From an optimization exercise on the open Yosys and OpenROAD flow, aimed at small area and a short achievable clock period; shortcuts taken in it are not production practice. Where RTL was checked, it was by simulation tests only, not by an equivalence proof against the original. Power is estimated from default activity; no workload was simulated.

the reference run:
==> flow/design.v <==
`timescale 1ns/1ps
module layer_code #(
  parameter int ADDR_WIDTH = 6,
  parameter int UNIT_CLKS  = 2
) (
  input  logic                  clk_in,
  input  logic                  rst_n_in,
  input  logic                  wr_en_in,
  input  logic                  wr_done_in,
  input  logic [ADDR_WIDTH-1:0] wr_addr_in,
  input  logic [7:0]            wr_data_in,
  input  logic [3:0]            wr_byte_en_in,
  input  logic [7:0]            t0h_cnt_in,
  input  logic [7:0]            t0l_cnt_in,
  input  logic [7:0]            t1h_cnt_in,
  input  logic [7:0]            t1l_cnt_in,
  output logic                  ws281x_code_out
);
  localparam int DEPTH = 1 << ADDR_WIDTH;
  localparam int BITS  = 24;
  localparam int LANES = BITS / 8;
  typedef enum logic [1:0] {IDLE, WAIT2, WAIT1, PHASE} state_e;
  localparam int RING = DEPTH - 1;
  logic [ADDR_WIDTH-1:0] nxt0_q;
  logic [ADDR_WIDTH:0]   wsum;
  logic [ADDR_WIDTH-1:0] wpos;
  logic [ADDR_WIDTH-1:0] wp_q;
  logic [LANES-1:0]      wbe_q;            
  logic [7:0]            grp;
  logic [7:0]            wsel [LANES];
  logic [7:0]            wd_q;
  logic [LANES-1:0]      hit0_q, hit_q;    
  logic                  acq_q;            
  logic [ADDR_WIDTH-1:0] nidx_q;
  assign wsum = {1'b0, wr_addr_in} + {1'b0, ~nxt0_q};
  assign wpos = wsum[ADDR_WIDTH] ? wsum[ADDR_WIDTH-1:0] : wsum[ADDR_WIDTH-1:0] - ADDR_WIDTH'(1);
  always_comb begin
    for (int k = 0; k < 8; k++) grp[k] = wp_q[5:3] == 3'(k);
    for (int i = 0; i < LANES; i++)
      for (int k = 0; k < 8; k++)
        wsel[i][k] = wbe_q[i] && wp_q[2:0] == 3'(k);
  end
  always_ff @(posedge clk_in) begin
    nxt0_q <= (nxt0_q == ADDR_WIDTH'(RING)) ? ADDR_WIDTH'(1) : nxt0_q + ADDR_WIDTH'(1);
    wd_q   <= wr_data_in;
    wp_q   <= wpos;
    for (int i = 0; i < LANES; i++) begin
      wbe_q[i]  <= wr_en_in && wr_byte_en_in[i] && wr_addr_in != '0;
      hit0_q[i] <= wr_en_in && wr_byte_en_in[i] && wr_addr_in == '0;
      hit_q[i]  <= wr_en_in && wr_byte_en_in[i] && wr_addr_in == nidx_q;
    end
    acq_q <= nxt0_q == nidx_q;
  end
  logic [BITS-1:0] ring_q [RING];
  logic [7:0]      wmask [LANES][8];
  always_comb begin
    for (int i = 0; i < LANES; i++)
      for (int k = 0; k < 8; k++)
        wmask[i][k] = {8{wsel[i][k]}} & ((k % 2 == 0) ? ~wd_q : wd_q);
  end
  always_ff @(posedge clk_in) begin
    for (int j = 0; j < RING; j++) begin
      for (int i = 0; i < LANES; i++) begin
        ring_q[j][8*i +: 8] <= ~(({8{grp[j / 8]}} & wmask[i][j % 8]) |
                                 ({8{~(grp[j / 8] & wsel[i][j % 8])}} &
                                  ((j == RING - 1) ? ~ring_q[0][8*i +: 8]
                                                   : ring_q[j + 1][8*i +: 8])));
      end
    end
  end
  logic [BITS-1:0] word0_q, head_q;
  always_ff @(posedge clk_in) begin
    for (int i = 0; i < LANES; i++) begin
      if (hit0_q[i])
        word0_q[8*i +: 8] <= wd_q;
      if (hit_q[i])
        head_q[8*i +: 8] <= wd_q;
      else if (acq_q)
        head_q[8*i +: 8] <= ring_q[0][8*i +: 8];
    end
  end
  state_e          state_q;
  logic            code_q;
  logic            hi_q;       
  logic            half_q;     
  logic [7:0]      unit_q;     
  logic            ulast_q;    
  logic [4:0]      bit_q;      
  logic [BITS-1:0] shift_q;
  logic [7:0]      t0h_q, t0l_q, t1h_q, t1l_q;
  logic            bitz_q;     
  logic            first_q;    
  logic phase_end, last_end, idle_now;
  logic [BITS-1:0] src;
  assign phase_end = (state_q == PHASE) && half_q && ulast_q;
  assign last_end  = phase_end && !hi_q && bitz_q && first_q;
  assign idle_now  = (state_q == IDLE) || last_end;
  assign src       = first_q ? word0_q : head_q;
  always_ff @(posedge clk_in) begin
    if (idle_now) begin
      t0h_q <= t0h_cnt_in;
      t0l_q <= t0l_cnt_in;
      t1h_q <= t1h_cnt_in;
      t1l_q <= t1l_cnt_in;
    end
    half_q  <= !half_q;
    ulast_q <= unit_q[7:1] == '0;
    if (rst_n_in) begin
      state_q <= IDLE;
      code_q  <= 1'b0;
    end else begin
      case (state_q)
        IDLE: begin
          if (wr_done_in) begin
            state_q <= WAIT2;
            nidx_q  <= '0;
            first_q <= 1'b1;
          end
        end
        WAIT2: state_q <= WAIT1;
        WAIT1: begin
          state_q <= PHASE;
          code_q  <= 1'b1;
          hi_q    <= 1'b1;
          half_q  <= 1'b0;
          shift_q <= src;
          bit_q   <= 5'(BITS - 1);
          bitz_q  <= 1'b0;
          unit_q  <= src[BITS-1] ? t1h_q : t0h_q;
          nidx_q  <= nidx_q + ADDR_WIDTH'(1);
          first_q <= nidx_q == ADDR_WIDTH'(DEPTH - 1);
        end
        PHASE: begin
          if (half_q) begin
            if (!ulast_q) begin
              unit_q <= unit_q - 8'd1;
            end else if (hi_q) begin
              code_q <= 1'b0;
              hi_q   <= 1'b0;
              unit_q <= shift_q[BITS-1] ? t1l_q : t0l_q;
            end else if (bit_q != '0) begin
              code_q  <= 1'b1;
              hi_q    <= 1'b1;
              shift_q <= shift_q << 1;
              bit_q   <= bit_q - 5'd1;
              bitz_q  <= bit_q == 5'd1;
              unit_q  <= shift_q[BITS-2] ? t1h_q : t0h_q;
            end else if (!first_q) begin
              state_q <= WAIT1;
            end else if (wr_done_in) begin
              state_q <= WAIT2;
            end else begin
              state_q <= IDLE;
            end
          end
        end
        default: state_q <= IDLE;
      endcase
    end
  end
  assign ws281x_code_out = code_q;
endmodule
Settings: LEC_CHECK=0, ABC_AREA=1, CAP_MARGIN=20, CORE_MARGIN=2, CORE_UTILIZATION=60, CTS_CLUSTER_DIAMETER=100, CTS_CLUSTER_SIZE=30, SETUP_SLACK_MARGIN=2.1, SLEW_MARGIN=20; clock period 4.0 ns.
run.sh (not shown) runs the stock make flow with config.mk's settings and CLKGATE_MAP_FILE= SYNTH_SCRIPT=/design/flow/synth_recipe.tcl, a recipe that flattens the netlist after the stock synthesis.
For the trial run, these inputs were changed with respect to the reference run:
--- a/flow/design.v
+++ b/flow/design.v
@@ -19,47 +19,53 @@
   localparam int DEPTH = 1 << ADDR_WIDTH;
   localparam int BITS  = 24;
   localparam int LANES = BITS / 8;
   typedef enum logic [1:0] {IDLE, WAIT2, WAIT1, PHASE} state_e;
   localparam int RING = DEPTH - 1;
   logic [ADDR_WIDTH-1:0] nxt0_q;
+  logic [ADDR_WIDTH-1:0] wa1_q;
+  logic [7:0]            wd1_q, wd2_q;
+  logic [LANES-1:0]      wbe1_q;           
+  logic [LANES-1:0]      wbe2_q;
   logic [ADDR_WIDTH:0]   wsum;
-  logic [ADDR_WIDTH-1:0] wpos;
-  logic [ADDR_WIDTH-1:0] wp_q;
-  logic [LANES-1:0]      wbe_q;            
+  logic [ADDR_WIDTH-1:0] wpos, wp2_q;
   logic [7:0]            grp;
   logic [7:0]            wsel [LANES];
-  logic [7:0]            wd_q;
-  logic [LANES-1:0]      hit0_q, hit_q;    
+  logic [LANES-1:0]      hit0_q;           
+  logic [LANES-1:0]      hit1_q, hit2_q;   
   logic                  acq_q;            
   logic [ADDR_WIDTH-1:0] nidx_q;
-  assign wsum = {1'b0, wr_addr_in} + {1'b0, ~nxt0_q};
+  assign wsum = {1'b0, wa1_q} + {1'b0, ~nxt0_q};
   assign wpos = wsum[ADDR_WIDTH] ? wsum[ADDR_WIDTH-1:0] : wsum[ADDR_WIDTH-1:0] - ADDR_WIDTH'(1);
   always_comb begin
-    for (int k = 0; k < 8; k++) grp[k] = wp_q[5:3] == 3'(k);
+    for (int k = 0; k < 8; k++) grp[k] = wp2_q[5:3] == 3'(k);
     for (int i = 0; i < LANES; i++)
       for (int k = 0; k < 8; k++)
-        wsel[i][k] = wbe_q[i] && wp_q[2:0] == 3'(k);
+        wsel[i][k] = wbe2_q[i] && wp2_q[2:0] == 3'(k);
   end
   always_ff @(posedge clk_in) begin
     nxt0_q <= (nxt0_q == ADDR_WIDTH'(RING)) ? ADDR_WIDTH'(1) : nxt0_q + ADDR_WIDTH'(1);
-    wd_q   <= wr_data_in;
-    wp_q   <= wpos;
+    wa1_q  <= wr_addr_in;
+    wd1_q  <= wr_data_in;
     for (int i = 0; i < LANES; i++) begin
-      wbe_q[i]  <= wr_en_in && wr_byte_en_in[i] && wr_addr_in != '0;
+      wbe1_q[i] <= wr_en_in && wr_byte_en_in[i] && wr_addr_in != '0;
       hit0_q[i] <= wr_en_in && wr_byte_en_in[i] && wr_addr_in == '0;
-      hit_q[i]  <= wr_en_in && wr_byte_en_in[i] && wr_addr_in == nidx_q;
+      hit1_q[i] <= wr_en_in && wr_byte_en_in[i] && wr_addr_in == nidx_q;
     end
-    acq_q <= nxt0_q == nidx_q;
+    wp2_q  <= wpos;
+    wd2_q  <= wd1_q;
+    wbe2_q <= wbe1_q;
+    hit2_q <= hit1_q;
+    acq_q  <= nxt0_q == nidx_q;
   end
   logic [BITS-1:0] ring_q [RING];
   logic [7:0]      wmask [LANES][8];
   always_comb begin
     for (int i = 0; i < LANES; i++)
       for (int k = 0; k < 8; k++)
-        wmask[i][k] = {8{wsel[i][k]}} & ((k % 2 == 0) ? ~wd_q : wd_q);
+        wmask[i][k] = {8{wsel[i][k]}} & ((k % 2 == 0) ? ~wd2_q : wd2_q);
   end
   always_ff @(posedge clk_in) begin
     for (int j = 0; j < RING; j++) begin
       for (int i = 0; i < LANES; i++) begin
         ring_q[j][8*i +: 8] <= ~(({8{grp[j / 8]}} & wmask[i][j % 8]) |
                                  ({8{~(grp[j / 8] & wsel[i][j % 8])}} &
@@ -69,17 +75,17 @@
     end
   end
   logic [BITS-1:0] word0_q, head_q;
   always_ff @(posedge clk_in) begin
     for (int i = 0; i < LANES; i++) begin
       if (hit0_q[i])
-        word0_q[8*i +: 8] <= wd_q;
-      if (hit_q[i])
-        head_q[8*i +: 8] <= wd_q;
+        word0_q[8*i +: 8] <= wd1_q;
+      if (hit1_q[i])
+        head_q[8*i +: 8] <= wd1_q;
       else if (acq_q)
-        head_q[8*i +: 8] <= ring_q[0][8*i +: 8];
+        head_q[8*i +: 8] <= hit2_q[i] ? wd2_q : ring_q[0][8*i +: 8];
     end
   end
   state_e          state_q;
   logic            code_q;
   logic            hi_q;       
   logic            half_q;     
Notes after the runs:
Number of clock sinks seen by CTS, the trial run and the reference run: higher on the trial run
Of the trial run and the reference run, the trial run shows the lower sequential fraction of design power, with the reference run above it.
Going from the reference run to the trial run, the global-route usage over all layers was found to have gone up by 0.16 points.
Looking only at power per unit of standard cell area, and setting everything else aside, the higher value of the trial run and the reference run goes to the reference run.
Synthesized cell count for the trial run is higher than for the reference run.
Final worst setup slack: the trial run vs the reference run down 0.097 ns
The trial run: flow completed, timing, DRC and antenna clean
From the reference run to the trial run the numbers moved as follows: maximum level of the CTS H-tree picked up an extra 1; final hold slack saw a decrease.
No functional check of the RTL was part of any run of this note.

Setup of job 9792:
layer_code, a different RTL version from the one above (not shown whole).
Size: ~4,700 cells after synthesis, ~55 I/O pins.
==> module layer_code, before the edit <==
module layer_code #(
  parameter int ADDR_WIDTH = 6,
  parameter int UNIT_CLKS  = 2
) (
  input  logic                  clk_in,
  input  logic                  rst_n_in,
  input  logic                  wr_en_in,
  input  logic                  wr_done_in,
  input  logic [ADDR_WIDTH-1:0] wr_addr_in,
  input  logic [7:0]            wr_data_in,
  input  logic [3:0]            wr_byte_en_in,
  input  logic [7:0]            t0h_cnt_in,
  input  logic [7:0]            t0l_cnt_in,
  input  logic [7:0]            t1h_cnt_in,
  input  logic [7:0]            t1l_cnt_in,
  output logic                  ws281x_code_out
);
  localparam int DEPTH = 1 << ADDR_WIDTH;
  localparam int BITS  = 24;
  localparam int LANES = BITS / 8;
  typedef enum logic [1:0] {IDLE, WAIT2, WAIT1, PHASE} state_e;
  logic [ADDR_WIDTH-1:0] ptr_q, wpos;
  logic [7:0]            grp_q;
  logic [7:0]            wsel_q [LANES];
  logic [7:0]            wd_q;
  logic [LANES-1:0]      hit0_q, hit_q;    
  logic                  acq0_q, acq_q;    
  logic [ADDR_WIDTH-1:0] at0;              
  logic [ADDR_WIDTH-1:0] nidx_q;
  assign wpos = wr_addr_in + ptr_q;
  assign at0  = ~ptr_q - ADDR_WIDTH'(1);
  always_ff @(posedge clk_in) begin
    ptr_q <= ptr_q - ADDR_WIDTH'(1);
    wd_q  <= wr_data_in;
    for (int k = 0; k < 8; k++) grp_q[k] <= wpos[5:3] == 3'(k);
    for (int i = 0; i < LANES; i++) begin
      for (int k = 0; k < 8; k++)
        wsel_q[i][k] <= wr_en_in && wr_byte_en_in[i] && wpos[2:0] == 3'(k);
      hit0_q[i] <= wr_en_in && wr_byte_en_in[i] && wr_addr_in == '0;
      hit_q[i]  <= wr_en_in && wr_byte_en_in[i] && wr_addr_in == nidx_q;
    end
    acq0_q <= at0 == ADDR_WIDTH'(DEPTH - 1);
    acq_q  <= at0 + ADDR_WIDTH'(1) == nidx_q;
  end
  logic [BITS-1:0] ring_q [DEPTH];
  logic [7:0]      wmask [LANES][8];
  always_comb begin
    for (int i = 0; i < LANES; i++)
      for (int k = 0; k < 8; k++)
        wmask[i][k] = {8{wsel_q[i][k]}} & ((k % 2 == 0) ? ~wd_q : wd_q);
  end
  always_ff @(posedge clk_in) begin
    for (int j = 0; j < DEPTH; j++) begin
      for (int i = 0; i < LANES; i++) begin
        ring_q[j][8*i +: 8] <= ~(({8{grp_q[j / 8]}} & wmask[i][j % 8]) |
                                 ({8{~(grp_q[j / 8] & wsel_q[i][j % 8])}} &
                                  ring_q[(j + 1) % DEPTH][8*i +: 8]));
      end
    end
  end
  logic [BITS-1:0] head0_q, head_q;
  always_ff @(posedge clk_in) begin
    for (int i = 0; i < LANES; i++) begin
      if (hit0_q[i])
        head0_q[8*i +: 8] <= wd_q;
      else if (acq0_q)
        head0_q[8*i +: 8] <= ring_q[0][8*i +: 8];
      if (hit_q[i])
        head_q[8*i +: 8] <= wd_q;
      else if (acq_q)
        head_q[8*i +: 8] <= ring_q[0][8*i +: 8];
    end
  end
  state_e          state_q;
  logic            code_q;
  logic            hi_q;       
  logic            half_q;     
  logic [7:0]      unit_q;     
  logic            ulast_q;    
  logic [4:0]      bit_q;      
  logic [BITS-1:0] shift_q;
  logic [7:0]      t0h_q, t0l_q, t1h_q, t1l_q;
  logic            bitz_q;     
  logic            first_q;    
  logic phase_end, last_end, idle_now;
  logic [BITS-1:0] src;
  assign phase_end = (state_q == PHASE) && half_q && ulast_q;
  assign last_end  = phase_end && !hi_q && bitz_q && first_q;
  assign idle_now  = (state_q == IDLE) || last_end;
  assign src       = first_q ? head0_q : head_q;
  always_ff @(posedge clk_in) begin
    if (idle_now) begin
      t0h_q <= t0h_cnt_in;
      t0l_q <= t0l_cnt_in;
      t1h_q <= t1h_cnt_in;
      t1l_q <= t1l_cnt_in;
    end
    half_q  <= !half_q;
    ulast_q <= unit_q[7:1] == '0;
    if (rst_n_in) begin
      state_q <= IDLE;
      code_q  <= 1'b0;
    end else begin
      case (state_q)
        IDLE: begin
          if (wr_done_in) begin
            state_q <= WAIT2;
            nidx_q  <= '0;
            first_q <= 1'b1;
          end
        end
        WAIT2: state_q <= WAIT1;
        WAIT1: begin
          state_q <= PHASE;
          code_q  <= 1'b1;
          hi_q    <= 1'b1;
          half_q  <= 1'b0;
          shift_q <= src;
          bit_q   <= 5'(BITS - 1);
          bitz_q  <= 1'b0;
          unit_q  <= src[BITS-1] ? t1h_q : t0h_q;
          nidx_q  <= nidx_q + ADDR_WIDTH'(1);
          first_q <= nidx_q == ADDR_WIDTH'(DEPTH - 1);
        end
        PHASE: begin
          if (half_q) begin
            if (!ulast_q) begin
              unit_q <= unit_q - 8'd1;
            end else if (hi_q) begin
              code_q <= 1'b0;
              hi_q   <= 1'b0;
              unit_q <= shift_q[BITS-1] ? t1l_q : t0l_q;
            end else if (bit_q != '0) begin
              code_q  <= 1'b1;
              hi_q    <= 1'b1;
              shift_q <= shift_q << 1;
              bit_q   <= bit_q - 5'd1;
              bitz_q  <= bit_q == 5'd1;
              unit_q  <= shift_q[BITS-2] ? t1h_q : t0h_q;
            end else if (!first_q) begin
              state_q <= WAIT1;
            end else if (wr_done_in) begin
              state_q <= WAIT2;
            end else begin
              state_q <= IDLE;
            end
          end
        end
        default: state_q <= IDLE;
      endcase
    end
  end
  assign ws281x_code_out = code_q;
endmodule
clock: 4.0 ns
lec_check: 0
abc_area: 1
cap_margin: 20
core_margin: 2
core_utilization: 40
setup_slack_margin: 1.9
slew_margin: 20
Job 9792: no failed stages, no open violations at the end
For job 3815, these inputs were changed with respect to job 9792:
--- a/flow/design.v
+++ b/flow/design.v
@@ -43,20 +43,15 @@
     acq0_q <= at0 == ADDR_WIDTH'(DEPTH - 1);
     acq_q  <= at0 + ADDR_WIDTH'(1) == nidx_q;
   end
   logic [BITS-1:0] ring_q [DEPTH];
-  logic [7:0]      wmask [LANES][8];
-  always_comb begin
-    for (int i = 0; i < LANES; i++)
-      for (int k = 0; k < 8; k++)
-        wmask[i][k] = {8{wsel_q[i][k]}} & ((k % 2 == 0) ? ~wd_q : wd_q);
-  end
   always_ff @(posedge clk_in) begin
     for (int j = 0; j < DEPTH; j++) begin
       for (int i = 0; i < LANES; i++) begin
-        ring_q[j][8*i +: 8] <= ~(({8{grp_q[j / 8]}} & wmask[i][j % 8]) |
-                                 ({8{~(grp_q[j / 8] & wsel_q[i][j % 8])}} &
-                                  ring_q[(j + 1) % DEPTH][8*i +: 8]));
+        if (grp_q[j / 8] && wsel_q[i][j % 8])
+          ring_q[j][8*i +: 8] <= wd_q;
+        else
+          ring_q[j][8*i +: 8] <= ring_q[(j + 1) % DEPTH][8*i +: 8];
       end
     end
   end
   logic [BITS-1:0] head0_q, head_q;
## What came out
- On routed wire length, the higher figure sits with job 9792, not job 3815.
- Per the comparison of job 3815 with job 9792, fmax moved up; portion of total power attributed to the clock network increased 2.9 points.
- Job 3815 ends up with a total CTS buffers that is 2.5% higher than in job 9792.
- First-pass GRT wire length on job 3815 is ahead of job 9792.
- Job 3815 against job 9792; number of multi-input logic gates is up by more than half.
- The lower global placer's final weighted congestion of job 9792 and job 3815 is in job 3815.
For job 3815, only the layout was checked, not whether the RTL still works.

-- port drivers added, routing unchanged --
In the flow no input, the clock included, has a driving cell. The finished layouts below were timed again as built, in two steps. Step 1, drivers: a clkbuf_16 drives clk_in and a buf_2 each remaining input, both assumed. Step 2 also shifts input and output timing later by t, the mid clock arrival at the registers, as if the neighbouring blocks saw the same clock. Three values: ideal ports, drivers, drivers and shift; two values: the first two.
run | t, ns | setup slack, ns | hold slack, ns | clock arrival spread, ns | slew at the worst register clock pin (ns)
the reference run | 0.772 | 2.014 / 1.994 / 1.514 | 0.407 / 0.407 / 0.407 | 0.053 / 0.053 | 0.12 / 0.12
the trial run | 0.744 | 1.917 / 1.917 / 1.642 | 0.340 / 0.340 / 0.340 | 0.035 / 0.034 | 0.12 / 0.12
job 9792 | 0.841 | 1.829 / 1.829 / 1.250 | 0.418 / 0.418 / 0.418 | 0.037 / 0.037 | 0.07 / 0.07
job 3815 | 0.837 | 1.976 / 1.907 / 1.216 | 0.417 / 0.417 / 0.417 | 0.033 / 0.033 | 0.07 / 0.07
After both steps setup and hold are still met in every run listed. The setup slack of job 3815, which loses most, moves by -0.069 ns with the drivers and by -0.760 ns with both steps.
